Source: an optimization exercise on an open RTL-to-GDS flow (aim: small area). Production flows keep margins and buffers that such runs may drop.
Function was checked by simulation only, so behaviour that the tests miss may differ from the original.
Power figures rest on the tool's default switching activity, not on a simulated workload.

## wip/zinc
// xdma_read_data_mover
module xdma_read_data_mover #(
  parameter int unsigned DataWidth    = 512,
  parameter int unsigned AddrWidth    = 48,
  parameter int unsigned AxiIdWidth   = 4,
  parameter int unsigned ReqFifoDepth = 4
) (
  input  logic                  clk_i,
  input  logic                  rst_ni,
  input  logic [AddrWidth-1:0]  rd_addr_i,
  input  logic [7:0]            rd_len_i,
  input  logic                  rd_last_i,
  input  logic                  rd_valid_i,
  output logic                  rd_ready_o,
  output logic [AxiIdWidth-1:0] ar_id_o,
  output logic [AddrWidth-1:0]  ar_addr_o,
  output logic [7:0]            ar_len_o,
  output logic [2:0]            ar_size_o,
  output logic [1:0]            ar_burst_o,
  output logic                  ar_valid_o,
  input  logic                  ar_ready_i,
  input  logic [DataWidth-1:0]  r_data_i,
  input  logic [1:0]            r_resp_i,
  input  logic                  r_last_i,
  input  logic                  r_valid_i,
  output logic                  r_ready_o,
  output logic [DataWidth-1:0]  data_o,
  output logic                  data_valid_o,
  input  logic                  data_ready_i,
  output logic                  trans_complete_o,
  output logic                  error_o
);
Size in the first run: about 4000 cells after synthesis, about 1300 flip-flops, about 1200 I/O pins, ~46000 µm² of cells after synthesis.
clock: 5.0 ns
lec_check: 0
abc_area: 1
cap_margin: 20
core_margin: 2
core_utilization: 45
cts_cluster_diameter: 100
cts_cluster_size: 20
slew_margin: 20
standard.sh (not shown) runs the stock make flow with config.mk's settings and CLKGATE_MAP_FILE= SYNTH_SCRIPT=/design/flow/synth_recipe.tcl, a recipe that flattens the netlist after the stock synthesis.
==> flow/flow/run.sh <==
#!/bin/bash
# Standard layout with two changes:
#  - the port buffers buffer_ports inserts are the smallest buffer
#    (sky130_fd_sc_hd__buf_1) rather than the cell it picks by default;
#    repair_design still resizes any that need more drive;
#  - after floorplanning, OpenROAD's restructure re-maps the combinational
#    logic for area (flow/restructure.tcl).
set -euo pipefail
bash standard.sh "BUFFER_PORTS_ARGS=-buffer_cell sky130_fd_sc_hd__buf_1" \
  "POST_FLOORPLAN_TCL=$PWD/flow/restructure.tcl" finish > standard_flow.log 2>&1
==> flow/flow/restructure.tcl <==
# POST_FLOORPLAN hook: area-oriented re-mapping of the combinational logic
# (registers are left as synthesis made them).
report_design_area
restructure -target area \
  -liberty_file [lindex $::env(LIB_FILES) 0] \
  -tielo_port sky130_fd_sc_hd__conb_1/LO \
  -tiehi_port sky130_fd_sc_hd__conb_1/HI \
  -work_dir $::env(OBJECTS_DIR) \
  -abc_logfile $::env(LOG_DIR)/2_1_restructure_abc.log
report_design_area
wip/zinc went all the way through synthesis, placement and routing and the layout is clean on timing, DRC and antenna.
What wip/willow does differently from wip/zinc at the input level:
Settings: CTS_CLUSTER_SIZE changed from 20 to 30; CORE_UTILIZATION changed from 45 to 40.
Results
A slowest cell on the critical path of sky130_fd_sc_hd__buf_4 is what wip/zinc shows, while sky130_fd_sc_hd__nor2_1 belongs to wip/willow.
Summary — met3 demand-to-capacity share in global routing, wip/willow relative to wip/zinc: lower, by 0.68 points.
wip/willow has completed all stages; timing, DRC and antenna checks passed.
Between wip/zinc and wip/willow, the flow reports detailed-routing wirelength on met1 decreasing by a few percent.
Going from wip/zinc to wip/willow, routed wire length on met3 shrank by a few percent.
Arrival time of the worst setup path, wip/willow and wip/zinc: higher on wip/zinc
Changes in wip/violet relative to wip/willow:
Settings: CTS_CLUSTER_SIZE: 30 -> 20; CORE_UTILIZATION: 40 -> 60.
==> comparison <==
On wip/violet: x dimension of the die is about 18% lower than what wip/willow gave.
wip/violet is listed as incomplete: the tool reported an error in I/O pin placement (3_2_place_iop) and the run ended there.
Going from wip/willow to wip/violet, area after synthesis has remained practically unchanged, starting density of the core grew by 20 points.

xdma_read_data_mover again, from the RTL that the note above started with.
clock: 5.0 ns
lec_check: 0
abc_area: 1
cap_margin: 20
core_margin: 2
core_utilization: 40
slew_margin: 20
run.sh (not shown) runs the stock make flow with config.mk's settings and CLKGATE_MAP_FILE= SYNTH_SCRIPT=/design/flow/synth_recipe.tcl, a recipe that flattens the netlist after the stock synthesis.
Stock flow here: none of the scripts above is used.
The starting point finished with timing, DRC and antenna clean.
Change:
==> flow/flow/run.sh (new file) <==
#!/bin/bash
# Standard layout with two changes:
#  - the port buffers buffer_ports inserts are the smallest buffer
#    (sky130_fd_sc_hd__buf_1) rather than the cell it picks by default;
#    repair_design still resizes any that need more drive;
#  - after floorplanning, OpenROAD's restructure re-maps the combinational
#    logic for area (flow/restructure.tcl).
set -euo pipefail
bash standard.sh "BUFFER_PORTS_ARGS=-buffer_cell sky130_fd_sc_hd__buf_1" \
  "POST_FLOORPLAN_TCL=$PWD/flow/restructure.tcl" finish > standard_flow.log 2>&1
==> flow/flow/restructure.tcl (new file) <==
# POST_FLOORPLAN hook: area-oriented re-mapping of the combinational logic
# (registers are left as synthesis made them).
report_design_area
restructure -target area \
  -liberty_file [lindex $::env(LIB_FILES) 0] \
  -tielo_port sky130_fd_sc_hd__conb_1/LO \
  -tiehi_port sky130_fd_sc_hd__conb_1/HI \
  -work_dir $::env(OBJECTS_DIR) \
  -abc_logfile $::env(LOG_DIR)/2_1_restructure_abc.log
report_design_area
==> flow/standard.sh (new file) <==
#!/bin/bash
# synth_recipe.tcl (not shown) runs the flow's synth.tcl, then flattens the netlist and writes it again
# the make line also repeats each setting of config.mk as NAME=value (left out here)
make -C /OpenROAD-flow-scripts/flow DESIGN_CONFIG=/design/flow/config.mk WORK_HOME=/design/flow/orfs CLKGATE_MAP_FILE= SYNTH_SCRIPT=/design/flow/synth_recipe.tcl "${@:-finish}"
CTS_CLUSTER_DIAMETER = 100   (was unset)
CTS_CLUSTER_SIZE = 20   (was unset)
removed: flow/run.sh
Outcome:
- cell count falls by about a fifth
- worst setup slack gets better by 0.41 ns
- die area stays the same
- combinational power falls by roughly a tenth
- sequential cell count stays the same
- final area falls by about a fifth
- routed wire length rises slightly
- global-route usage falls by 0.22 points
Change:
==> flow/run.sh (new file) <==
#!/bin/bash
# synth_recipe.tcl (not shown) runs the flow's synth.tcl, then flattens the netlist and writes it again
# the make line also repeats each setting of config.mk as NAME=value (left out here)
make -C /OpenROAD-flow-scripts/flow DESIGN_CONFIG=/design/flow/config.mk WORK_HOME=/design/flow/orfs CLKGATE_MAP_FILE= SYNTH_SCRIPT=/design/flow/synth_recipe.tcl finish
CTS_BUF_LIST = sky130_fd_sc_hd__clkbuf_4 sky130_fd_sc_hd__clkbuf_8   (was unset)
CTS_CLUSTER_DIAMETER = unset   (was 100)
CTS_CLUSTER_SIZE = unset   (was 20)
removed: flow/flow/run.sh
removed: flow/flow/restructure.tcl
removed: flow/standard.sh
The new run completed with no timing, DRC or antenna violations.
Worst setup slack loses 0.55 ns.
Register-to-register slack gains 0.14 ns.
Hold slack loses 0.19 ns.
Cell area came out higher by a quarter to a third.
Clock-buffer cell count came out higher by 235.
Total power came out higher by roughly a tenth.
Cell count came out higher by a quarter to a third.
Die area stays the same.
Change:
==> flow/flow/run.sh (new file) <==
#!/bin/bash
# Standard layout with two changes:
#  - the port buffers buffer_ports inserts are the smallest buffer
#    (sky130_fd_sc_hd__buf_1) rather than the cell it picks by default;
#    repair_design still resizes any that need more drive;
#  - after floorplanning, OpenROAD's restructure re-maps the combinational
#    logic for area (flow/restructure.tcl).
set -euo pipefail
bash standard.sh "BUFFER_PORTS_ARGS=-buffer_cell sky130_fd_sc_hd__buf_1" \
  "POST_FLOORPLAN_TCL=$PWD/flow/restructure.tcl" finish > standard_flow.log 2>&1
==> flow/flow/restructure.tcl (new file) <==
# POST_FLOORPLAN hook: area-oriented re-mapping of the combinational logic
# (registers are left as synthesis made them).
report_design_area
restructure -target area \
  -liberty_file [lindex $::env(LIB_FILES) 0] \
  -tielo_port sky130_fd_sc_hd__conb_1/LO \
  -tiehi_port sky130_fd_sc_hd__conb_1/HI \
  -work_dir $::env(OBJECTS_DIR) \
  -abc_logfile $::env(LOG_DIR)/2_1_restructure_abc.log
report_design_area
==> flow/standard.sh (new file) <==
#!/bin/bash
# synth_recipe.tcl (not shown) runs the flow's synth.tcl, then flattens the netlist and writes it again
# the make line also repeats each setting of config.mk as NAME=value (left out here)
make -C /OpenROAD-flow-scripts/flow DESIGN_CONFIG=/design/flow/config.mk WORK_HOME=/design/flow/orfs CLKGATE_MAP_FILE= SYNTH_SCRIPT=/design/flow/synth_recipe.tcl "${@:-finish}"
CTS_BUF_LIST = unset   (was sky130_fd_sc_hd__clkbuf_4 sky130_fd_sc_hd__clkbuf_8)
CTS_CLUSTER_DIAMETER = 100   (was unset)
CTS_CLUSTER_SIZE = 25   (was unset)
removed: flow/run.sh
Worst setup slack improves by 0.52 ns.
Worst hold slack gains 0.14 ns.
Wire length increases slightly.
Non-clock buffer count rises by 4.

## re-timing with driven ports
How much do the figures lean on ideal ports? The routed layouts below were timed once more, with nothing changed but the port constraints.
Step 1, drivers: a clkbuf_16 drives clk_i and a buf_2 each remaining input, both assumed.
Step 2 adds t to the input delays and takes it off the output delays; t is the mean of the earliest and latest rising clock arrival at the registers after step 1. Input paths then give back, and output paths get back, about the clock's delay inside the block.
Slacks: no drivers / after step 1 / after step 2; pairs: no drivers / after step 1.
| run | shift t [ns] | setup WS [ns] | slew at the worst register clock pin (ns) |
|---|---|---|---|
| wip/zinc | 0.744 | 0.257 / 0.182 / 0.926 | 0.09 / 0.09 |
| wip/willow | 0.758 | 0.963 / 0.878 / 1.636 | 0.12 / 0.12 |
| the first run of note 2 | 0.806 | 0.596 / 0.518 / 1.325 | 0.06 / 0.06 |
| the second run of note 2 | 0.745 | 1.009 / 0.924 / 1.669 | 0.09 / 0.09 |
| the third run of note 2 | 0.950 | 0.457 / 0.383 / 1.333 | 0.07 / 0.07 |
| the fourth run of note 2 | 0.772 | 0.979 / 0.903 / 1.675 | 0.11 / 0.11 |
After both steps setup and hold are still met in every run listed.
